Background: an optimization exercise with open tools, aiming at small area, a short achievable clock period and few clock cycles. Do not read the settings as production practice. Function was checked by simulation only, so behaviour that the tests miss may differ from the original. The clock input has no modelled driver; a real chip could not lean on it and would need a root buffer or a full tree. Power is estimated from default activity; no workload was simulated.

Design conv_window_gen, start of the top module:
module conv_window_gen #(
  parameter int unsigned IMG_W  = 30,
  parameter int unsigned IMG_H  = 30,
  parameter int unsigned PIX_W  = 48,
  parameter int unsigned ADDR_W = 10
) (
  input  logic                 clk,
  input  logic                 rst,
  input  logic                 start,
  output logic                 rom_en,
  output logic [ADDR_W-1:0]    rom_addr,
  input  logic [PIX_W-1:0]     rom_data,
  output logic                 win_valid,
  input  logic                 win_ready,
  output logic [9*PIX_W-1:0]   win_data,
  output logic [4:0]           win_row,
  output logic [4:0]           win_col,
  output logic                 busy,
  output logic                 done
);
  localparam int unsigned NPix   = IMG_W * IMG_H;
  localparam int unsigned Depth  = 2 * IMG_W + 3;
  localparam int unsigned NPush  = NPix + IMG_W + 1;    
  localparam int unsigned CntW   = $clog2(NPush + 1);
  localparam int unsigned NMask  = 8;                   
  localparam int unsigned MaskW  = PIX_W / NMask;       
  localparam logic [CntW-1:0]   LastPix  = CntW'(NPix - 1);
  localparam logic [CntW-1:0]   LastPush = CntW'(NPush - 1);
  localparam logic [CntW-1:0]   PreWin   = CntW'(IMG_W);
  localparam logic [ADDR_W-1:0] LastAddr = ADDR_W'(NPix - 1);
  localparam logic [4:0]        ColLast  = 5'(IMG_W - 1);
  localparam logic [4:0]        ColPre   = 5'(IMG_W - 2);
  localparam logic [4:0]        RowPre   = 5'(IMG_H - 2);
  logic              busy_q, done_q;
  logic              en_q, vld_q;
  logic [ADDR_W-1:0] addr_q;
  logic [CntW-1:0]   pix_q;             
  logic              ph_data_q;         
  logic              ph_flush_q;        
  logic              fin_q;             
  logic              win_on_q;          
  ...
For scale: roughly 4,000 cells after synthesis, roughly 3,100 flip-flops, about 97,000 um^2 of cells after synthesis.
==> flow/config.mk <==
export PLATFORM = sky130hd
export DESIGN_NAME = conv_window_gen
export DESIGN_NICKNAME = conv_window_gen
export VERILOG_FILES = /design/flow/design.v
export SDC_FILE = /design/flow/constraint.sdc
export NUM_CORES = 4
export LEC_CHECK = 0
export CAP_MARGIN = 20
export CORE_ASPECT_RATIO = 3.0
export CORE_MARGIN = 2
export CORE_UTILIZATION = 62
export SETUP_SLACK_MARGIN = 2.3
export SLEW_MARGIN = 20
==> flow/constraint.sdc <==
create_clock -name core_clock -period 5.0 [get_ports {clk}]
set_input_delay 1.0000 -clock core_clock [delete_from_list [all_inputs] [get_ports {clk}]]
set_output_delay 1.0000 -clock core_clock [all_outputs]
set_load 0.01 [all_outputs]
standard.sh (not shown) runs the stock make flow with config.mk's settings and CLKGATE_MAP_FILE= SYNTH_SCRIPT=/design/flow/synth_recipe.tcl, a recipe that flattens the netlist after the stock synthesis.
==> flow/flow/run.sh <==
#!/bin/bash
# Layout flow: the standard ORFS flow (standard.sh, standard synthesis unchanged) with
#  - a leaner clock tree: larger sink clusters and no dummy loads, so fewer buffer levels;
#  - plain buffers (sky130 buf_1, upsized by timing repair where needed) on every port.
# make's full output goes to flow_make.log here; each ORFS step logs under orfs/logs/.
set -euo pipefail
export CTS_ARGS="-sink_clustering_enable -repair_clock_nets -dont_use_dummy_load -sink_clustering_size 25 -sink_clustering_max_diameter 80"
export BUFFER_PORTS_ARGS="-buffer_cell sky130_fd_sc_hd__buf_1"
bash standard.sh > flow_make.log 2>&1
The starting point went through all stages and came out clean.
Testbench counts at the start, summed over its fixed seeds: cycles 22,456.
Rerun with:
--- a/flow/flow/run.sh
+++ b/flow/flow/run.sh
@@ -7 +7 @@
-export CTS_ARGS="-sink_clustering_enable -repair_clock_nets -dont_use_dummy_load -sink_clustering_size 25 -sink_clustering_max_diameter 80"
+export CTS_ARGS="-sink_clustering_enable -repair_clock_nets -dont_use_dummy_load -sink_clustering_size 20 -sink_clustering_max_diameter 80"
CORE_ASPECT_RATIO = not set   (was 3.0)
CORE_UTILIZATION = 55   (was 62)
The new run completed without violations. Clock skew climbs by 5.2 ps. Count of clock-buffer cells in the layout climbs by 25. Global-route usage fell by 2.3 points.
Rerun with:
--- a/flow/flow/run.sh
+++ b/flow/flow/run.sh
@@ -7 +7 @@
-export CTS_ARGS="-sink_clustering_enable -repair_clock_nets -dont_use_dummy_load -sink_clustering_size 20 -sink_clustering_max_diameter 80"
+export CTS_ARGS="-sink_clustering_enable -repair_clock_nets -dont_use_dummy_load -sink_clustering_size 25 -sink_clustering_max_diameter 80"
CORE_UTILIZATION = 62   (was 55)
After rerunning:
- The new run completed without violations
- first-iteration DRC count goes up by 14%
- worst hold slack gets better by 5.5 ps
- routed wire length goes down by about 2.7%
- setup slack gets better by 17 ps
- cell area goes down by about 1.8%
- global-route usage goes up by 1.2 points
- clock power goes down by about 10%
- fmax goes up by 0.63%
Rerun with:
--- a/flow/flow/run.sh
+++ b/flow/flow/run.sh
@@ -7 +7 @@
-export CTS_ARGS="-sink_clustering_enable -repair_clock_nets -dont_use_dummy_load -sink_clustering_size 25 -sink_clustering_max_diameter 80"
+export CTS_ARGS="-sink_clustering_enable -repair_clock_nets -dont_use_dummy_load -sink_clustering_size 20 -sink_clustering_max_diameter 80"
CORE_UTILIZATION = 65   (was 62)
SETUP_SLACK_MARGIN = 2.5   (was 2.3)
Result: The changed run produced a clean layout. Global-route usage rose by 1.3 points. Design area rose by 3.7%. Core utilization rose by 6.3 points. Synthesized area is unchanged. Fmax rose by 1.8%.
Rerun with:
--- a/flow/flow/run.sh
+++ b/flow/flow/run.sh
@@ -7 +7 @@
-export CTS_ARGS="-sink_clustering_enable -repair_clock_nets -dont_use_dummy_load -sink_clustering_size 20 -sink_clustering_max_diameter 80"
+export CTS_ARGS="-sink_clustering_enable -repair_clock_nets -dont_use_dummy_load -sink_clustering_size 25 -sink_clustering_max_diameter 80"
CORE_UTILIZATION = 70   (was 65)
SETUP_SLACK_MARGIN = 2.3   (was 2.5)
Outcome: Synthesized area is unchanged. Global-route usage goes up by 1.1 points. Wire length goes down by 2.9%. Total power goes down by 4.1%. Die area goes down by 7.1%. Cell area goes down by 3.8%. Worst hold slack loses 52 ps. Sequential power barely changes. Core utilization goes up by 2.6 points.

conv_window_gen, a different RTL version from the one above (not shown whole).
Size in the first run: roughly 4,000 cells after synthesis, ~3,100 flip-flops, ~510 I/O pins, ~97,000 um^2 of cells after synthesis.
==> flow/config.mk <==
export PLATFORM = sky130hd
export DESIGN_NAME = conv_window_gen
export DESIGN_NICKNAME = conv_window_gen
export VERILOG_FILES = /design/flow/design.v
export SDC_FILE = /design/flow/constraint.sdc
export NUM_CORES = 4
export LEC_CHECK = 0
export CAP_MARGIN = 20
export CORE_ASPECT_RATIO = 2.0
export CORE_MARGIN = 2
export CORE_UTILIZATION = 62
export SETUP_SLACK_MARGIN = 2.6
export SLEW_MARGIN = 20
==> flow/constraint.sdc <==
create_clock -name core_clock -period 5.0 [get_ports {clk}]
set_input_delay 1.0000 -clock core_clock [delete_from_list [all_inputs] [get_ports {clk}]]
set_output_delay 1.0000 -clock core_clock [all_outputs]
set_load 0.01 [all_outputs]
==> flow/flow/run.sh <==
#!/bin/bash
# Layout flow: the standard ORFS flow (standard.sh, standard synthesis unchanged) with
#  - its own clock tree (flow/pre_cts.tcl, run as ORFS's PRE_CTS_TCL hook): a balanced tree of
#    clkbuf_16 built by recursive bisection of the flip-flops, with four roots on the clock
#    port, in place of TritonCTS's H-tree; ORFS's CTS step then legalizes and repairs timing
#    as usual;
#  - a fanout cap of 40 on every net (flow/fanout.tcl, run before global placement, resizing,
#    CTS and global routing), so that high-fanout nets are split into small buffered nets;
#  - plain buffers (sky130 buf_1, upsized by timing repair where needed) on every port.
# make's full output goes to flow_make.log here; each ORFS step logs under orfs/logs/.
set -euo pipefail
export PRE_CTS_TCL="$PWD/flow/pre_cts.tcl"
export PRE_GLOBAL_PLACE_TCL="$PWD/flow/fanout.tcl"
export PRE_RESIZE_TCL="$PWD/flow/fanout.tcl"
export PRE_GLOBAL_ROUTE_TCL="$PWD/flow/fanout.tcl"
export BUFFER_PORTS_ARGS="-buffer_cell sky130_fd_sc_hd__buf_1"
bash standard.sh > flow_make.log 2>&1
==> flow/flow/fanout.tcl <==
# Hook for ORFS's placement, resizing, CTS and global-route steps: cap net fanout at 40 so
# that repair_design splits the shift register's enable net into small nets.
set_max_fanout 40 [current_design]
==> flow/flow/pre_cts.tcl <==
proc ctree_split {items maxn} {
  if {[llength $items] <= $maxn} { return [list $items] }
  set xs {}; set ys {}
  foreach it $items { lappend xs [lindex $it 1]; lappend ys [lindex $it 2] }
  set xs [lsort -real $xs]; set ys [lsort -real $ys]
  set dx [expr {[lindex $xs end] - [lindex $xs 0]}]
  set dy [expr {[lindex $ys end] - [lindex $ys 0]}]
  set k [expr {$dx >= $dy ? 1 : 2}]
  set s [lsort -real -index $k $items]
  set n [llength $s]
  # split sizes in multiples of maxn when possible, to keep groups full
  set ng [expr {int(ceil(double($n) / $maxn))}]
  set h [expr {int(round(double($ng) / 2.0)) * $n / $ng}]
  return [concat [ctree_split [lrange $s 0 [expr {$h - 1}]] $maxn] [ctree_split [lrange $s $h end] $maxn]]
}
proc ctree_centroid {items} {
  set sx 0.0; set sy 0.0
  foreach it $items { set sx [expr {$sx + [lindex $it 1]}]; set sy [expr {$sy + [lindex $it 2]}] }
  set n [llength $items]
  return [list [expr {int($sx / $n)}] [expr {int($sy / $n)}]]
}
proc ctree_level {block master nodes groupn tag} {
  # nodes: list of {iterm-or-inst x y}; returns list of {inst x y} of new buffers
  set groups [ctree_split $nodes $groupn]
  set out {}
  set i 0
  foreach g $groups {
    lassign [ctree_centroid $g] cx cy
    set inst [odb::dbInst_create $block $master "ctree_${tag}_$i"]
    $inst setLocation [expr {$cx - 2000}] [expr {$cy - 1360}]
    $inst setPlacementStatus PLACED
    set net [odb::dbNet_create $block "ctree_${tag}_net_$i"]
    $net setSigType CLOCK
    [$inst findITerm X] connect $net
    foreach s $g {
      set o [lindex $s 0]
      if {[string match "*dbITerm*" $o]} { $o disconnect; $o connect $net } else { [$o findITerm A] connect $net }
    }
    lappend out [list $inst $cx $cy]
    incr i
  }
  puts "ctree: level $tag: [llength $out] buffers"
  return $out
}
proc ctree_build {sizes nroot bufname} {
  # sizes: fanout of each buffer level from the leaves up; the top level is sized to give nroot buffers
  set db [ord::get_db]
  set block [ord::get_db_block]
  set master [$db findMaster $bufname]
  set clknet [$block findNet clk]
  set nodes {}
  foreach it [$clknet getITerms] {
    set inst [$it getInst]
    set bb [$inst getBBox]
    lappend nodes [list $it [expr {([$bb xMin] + [$bb xMax]) / 2}] [expr {([$bb yMin] + [$bb yMax]) / 2}]]
  }
  puts "ctree: [llength $nodes] sinks"
  set lv 0
  foreach n $sizes {
    set nodes [ctree_level $block $master $nodes $n "l$lv"]
    incr lv
  }
  set rn [expr {int(ceil(double([llength $nodes]) / $nroot))}]
  set nodes [ctree_level $block $master $nodes $rn "l$lv"]
  foreach r $nodes { [[lindex $r 0] findITerm A] connect $clknet }
}

set_max_fanout 40 [current_design]
ctree_build {28 6} 4 sky130_fd_sc_hd__clkbuf_16
set_propagated_clock [all_clocks]
rename clock_tree_synthesis ""
proc clock_tree_synthesis {args} { puts "clock tree built by flow/pre_cts.tcl; TritonCTS skipped" }
The first run ran to the end with no violations.
Testbench counts at the start, summed over its fixed seeds: cycles 22,456.
Edit:
--- a/flow/flow/run.sh
+++ b/flow/flow/run.sh
@@ -7,2 +6,0 @@
-#  - a fanout cap of 40 on every net (flow/fanout.tcl, run before global placement, resizing,
-#    CTS and global routing), so that high-fanout nets are split into small buffered nets;
@@ -13,3 +10,0 @@
-export PRE_GLOBAL_PLACE_TCL="$PWD/flow/fanout.tcl"
-export PRE_RESIZE_TCL="$PWD/flow/fanout.tcl"
-export PRE_GLOBAL_ROUTE_TCL="$PWD/flow/fanout.tcl"
--- a/flow/flow/pre_cts.tcl
+++ b/flow/flow/pre_cts.tcl
@@ -68,2 +68 @@
-set_max_fanout 40 [current_design]
-ctree_build {28 6} 4 sky130_fd_sc_hd__clkbuf_16
+ctree_build {24 6} 4 sky130_fd_sc_hd__clkbuf_16
- CORE_ASPECT_RATIO: 2.0 -> 3.0
removed: flow/flow/fanout.tcl
What happened:
- global-route usage is lower by 0.86 points
- first-iteration DRC count fell by 5.5%
- via count falls by 1.1%
- sequential power hardly moves
- worst hold slack improves by 0.10 ns
- die area barely changes
- combinational power falls by 8.1%
- total power came out higher by 0.62%
- wire length drops by 3.8%
- setup slack gets worse by 0.0061 ns
No run of this note takes its clock network from TritonCTS; it comes from the design's own scripts or RTL.

== willow ==
conv_window_gen again, from the RTL that the note above started with.
export LEC_CHECK = 0
export CAP_MARGIN = 20
export CORE_ASPECT_RATIO = 4.0
export CORE_MARGIN = 2
export CORE_UTILIZATION = 70
export SETUP_SLACK_MARGIN = 2.6
export SLEW_MARGIN = 20
create_clock -name core_clock -period 5.0 [get_ports {clk}]
==> flow/flow/run.sh <==
#!/bin/bash
# Layout flow: the standard ORFS flow (standard.sh, standard synthesis unchanged) with
#  - its own clock tree (flow/pre_cts.tcl, run as ORFS's PRE_CTS_TCL hook): a balanced tree of
#    clkbuf_16 built by recursive bisection of the flip-flops, with four roots on the clock
#    port, in place of TritonCTS's H-tree; ORFS's CTS step then legalizes and repairs timing
#    as usual;
#  - a fanout cap of 40 on every net (flow/fanout.tcl, run before global placement, resizing,
#    CTS and global routing), so that high-fanout nets are split into small buffered nets;
#  - plain buffers (sky130 buf_1, upsized by timing repair where needed) on every port.
# make's full output goes to flow_make.log here; each ORFS step logs under orfs/logs/.
set -euo pipefail
export PRE_CTS_TCL="$PWD/flow/pre_cts.tcl"
export PRE_GLOBAL_PLACE_TCL="$PWD/flow/fanout.tcl"
export PRE_RESIZE_TCL="$PWD/flow/fanout.tcl"
export PRE_GLOBAL_ROUTE_TCL="$PWD/flow/fanout.tcl"
export BUFFER_PORTS_ARGS="-buffer_cell sky130_fd_sc_hd__buf_1"
bash standard.sh > flow_make.log 2>&1
==> flow/flow/fanout.tcl <==
# Hook for ORFS's placement, resizing, CTS and global-route steps: cap net fanout at 40 so
# that repair_design splits the shift register's enable net into small nets.
set_max_fanout 40 [current_design]
==> flow/flow/pre_cts.tcl <==
proc ctree_split {items maxn} {
  if {[llength $items] <= $maxn} { return [list $items] }
  set xs {}; set ys {}
  foreach it $items { lappend xs [lindex $it 1]; lappend ys [lindex $it 2] }
  set xs [lsort -real $xs]; set ys [lsort -real $ys]
  set dx [expr {[lindex $xs end] - [lindex $xs 0]}]
  set dy [expr {[lindex $ys end] - [lindex $ys 0]}]
  set k [expr {$dx >= $dy ? 1 : 2}]
  set s [lsort -real -index $k $items]
  set n [llength $s]
  # split sizes in multiples of maxn when possible, to keep groups full
  set ng [expr {int(ceil(double($n) / $maxn))}]
  set h [expr {int(round(double($ng) / 2.0)) * $n / $ng}]
  return [concat [ctree_split [lrange $s 0 [expr {$h - 1}]] $maxn] [ctree_split [lrange $s $h end] $maxn]]
}
proc ctree_centroid {items} {
  set sx 0.0; set sy 0.0
  foreach it $items { set sx [expr {$sx + [lindex $it 1]}]; set sy [expr {$sy + [lindex $it 2]}] }
  set n [llength $items]
  return [list [expr {int($sx / $n)}] [expr {int($sy / $n)}]]
}
proc ctree_level {block master nodes groupn tag} {
  # nodes: list of {iterm-or-inst x y}; returns list of {inst x y} of new buffers
  set groups [ctree_split $nodes $groupn]
  set out {}
  set i 0
  foreach g $groups {
    lassign [ctree_centroid $g] cx cy
    set inst [odb::dbInst_create $block $master "ctree_${tag}_$i"]
    $inst setLocation [expr {$cx - 2000}] [expr {$cy - 1360}]
    $inst setPlacementStatus PLACED
    set net [odb::dbNet_create $block "ctree_${tag}_net_$i"]
    $net setSigType CLOCK
    [$inst findITerm X] connect $net
    foreach s $g {
      set o [lindex $s 0]
      if {[string match "*dbITerm*" $o]} { $o disconnect; $o connect $net } else { [$o findITerm A] connect $net }
    }
    lappend out [list $inst $cx $cy]
    incr i
  }
  puts "ctree: level $tag: [llength $out] buffers"
  return $out
}
proc ctree_build {sizes nroot bufname} {
  # sizes: fanout of each buffer level from the leaves up; the top level is sized to give nroot buffers
  set db [ord::get_db]
  set block [ord::get_db_block]
  set master [$db findMaster $bufname]
  set clknet [$block findNet clk]
  set nodes {}
  foreach it [$clknet getITerms] {
    set inst [$it getInst]
    set bb [$inst getBBox]
    lappend nodes [list $it [expr {([$bb xMin] + [$bb xMax]) / 2}] [expr {([$bb yMin] + [$bb yMax]) / 2}]]
  }
  puts "ctree: [llength $nodes] sinks"
  set lv 0
  foreach n $sizes {
    set nodes [ctree_level $block $master $nodes $n "l$lv"]
    incr lv
  }
  set rn [expr {int(ceil(double([llength $nodes]) / $nroot))}]
  set nodes [ctree_level $block $master $nodes $rn "l$lv"]
  foreach r $nodes { [[lindex $r 0] findITerm A] connect $clknet }
}

set_max_fanout 40 [current_design]
ctree_build {24 6} 4 sky130_fd_sc_hd__clkbuf_16
set_propagated_clock [all_clocks]
rename clock_tree_synthesis ""
proc clock_tree_synthesis {args} { puts "clock tree built by flow/pre_cts.tcl; TritonCTS skipped" }
willow: flow completed, timing, DRC and antenna clean
Testbench counts of willow, summed over its fixed seeds: cycles 22,456.
Input changes introduced in juniper (baseline for comparison: willow):
-- flow/flow/run.sh --
<<< willow, line 7
#  - a fanout cap of 40 on every net (flow/fanout.tcl, run before global placement, resizing,
>>> juniper, line 7
#  - a fanout cap of 60 on every net (flow/fanout.tcl, run before global placement, resizing,
==> flow/flow/fanout.tcl <==
# Hook for ORFS's placement, resizing, CTS and global-route steps: cap net fanout at 60 so
# that repair_design splits the shift register's enable net into small nets.
set_max_fanout 60 [current_design]
-- flow/flow/pre_cts.tcl --
<<< willow, line 68
set_max_fanout 40 [current_design]
ctree_build {24 6} 4 sky130_fd_sc_hd__clkbuf_16
>>> juniper, line 68
set_max_fanout 60 [current_design]
ctree_build {28 6} 4 sky130_fd_sc_hd__clkbuf_16
-- flow/config.mk --
<<< willow, line 9
export CORE_ASPECT_RATIO = 4.0
>>> juniper, line 9
export CORE_ASPECT_RATIO = 3.0
<<< willow, line 11
export CORE_UTILIZATION = 70
>>> juniper, line 11
export CORE_UTILIZATION = 62
## What came out
willow: all stages complete, timing, DRC and antenna checks passed. juniper completed every stage of the flow, and the final layout passed the timing, design-rule and antenna checks. Summary of juniper over willow: via count of the first global-routing pass saw a decrease; biggest fanout along the worst timing path saw a decrease. Summary of juniper over willow: first-pass GRT wire length saw a decrease; critical path depth saw a decrease. juniper -> willow: final count of negative-setup-slack endpoints delta 0, exact match. NOTE total length of routed wires willow->juniper decreased by a few percent. Between willow and juniper, the flow reports via count decreasing slightly. In the floorplan summary, juniper is listed with a die area greater than that of willow.
In every run of this note, the design's own scripts or RTL, not TritonCTS, make the clock network.

## afterwards: timing with drivers on the ports
Ports are ideal in the flow. The routed layouts listed here were re-timed in OpenROAD. Step 1 assumes that a clkbuf_16 drives the clock port and a buf_2 every other input. Step 2 times the ports against the registers' clock, not the clock port: input delays grow and output delays shrink by t, the midpoint of the rising clock arrivals with the driver on. Slacks: no drivers / after step 1 / after step 2; pairs: no drivers / after step 1.
run | t, ns | setup slack, ns | clock arrival spread, ns | pins driven straight from the clock port
the first run of note 1 | 0.863 | 2.371 / 2.282 / 1.808 | 0.060 / 0.061 | 1
the second run of note 1 | 0.848 | 2.309 / 2.232 / 1.930 | 0.070 / 0.070 | 1
the third run of note 1 | 0.857 | 2.326 / 2.238 / 1.802 | 0.057 / 0.058 | 1
the fourth run of note 1 | 0.847 | 2.374 / 2.286 / 1.957 | 0.053 / 0.053 | 1
the fifth run of note 1 | 0.841 | 2.353 / 2.266 / 1.794 | 0.057 / 0.057 | 1
the first run of note 2 | 0.698 | 2.566 / 2.419 / 2.129 | 0.083 / 0.083 | 4
the second run of note 2 | 0.713 | 2.560 / 2.407 / 2.027 | 0.073 / 0.073 | 4
willow | 0.730 | 2.624 / 2.461 / 2.008 | 0.049 / 0.049 | 4
juniper | 0.710 | 2.605 / 2.441 / 2.115 | 0.050 / 0.050 | 4
After both steps every run listed still meets setup and hold. The setup slack of willow, which loses most, moves by -0.163 ns with the drivers and by -0.616 ns with both steps.
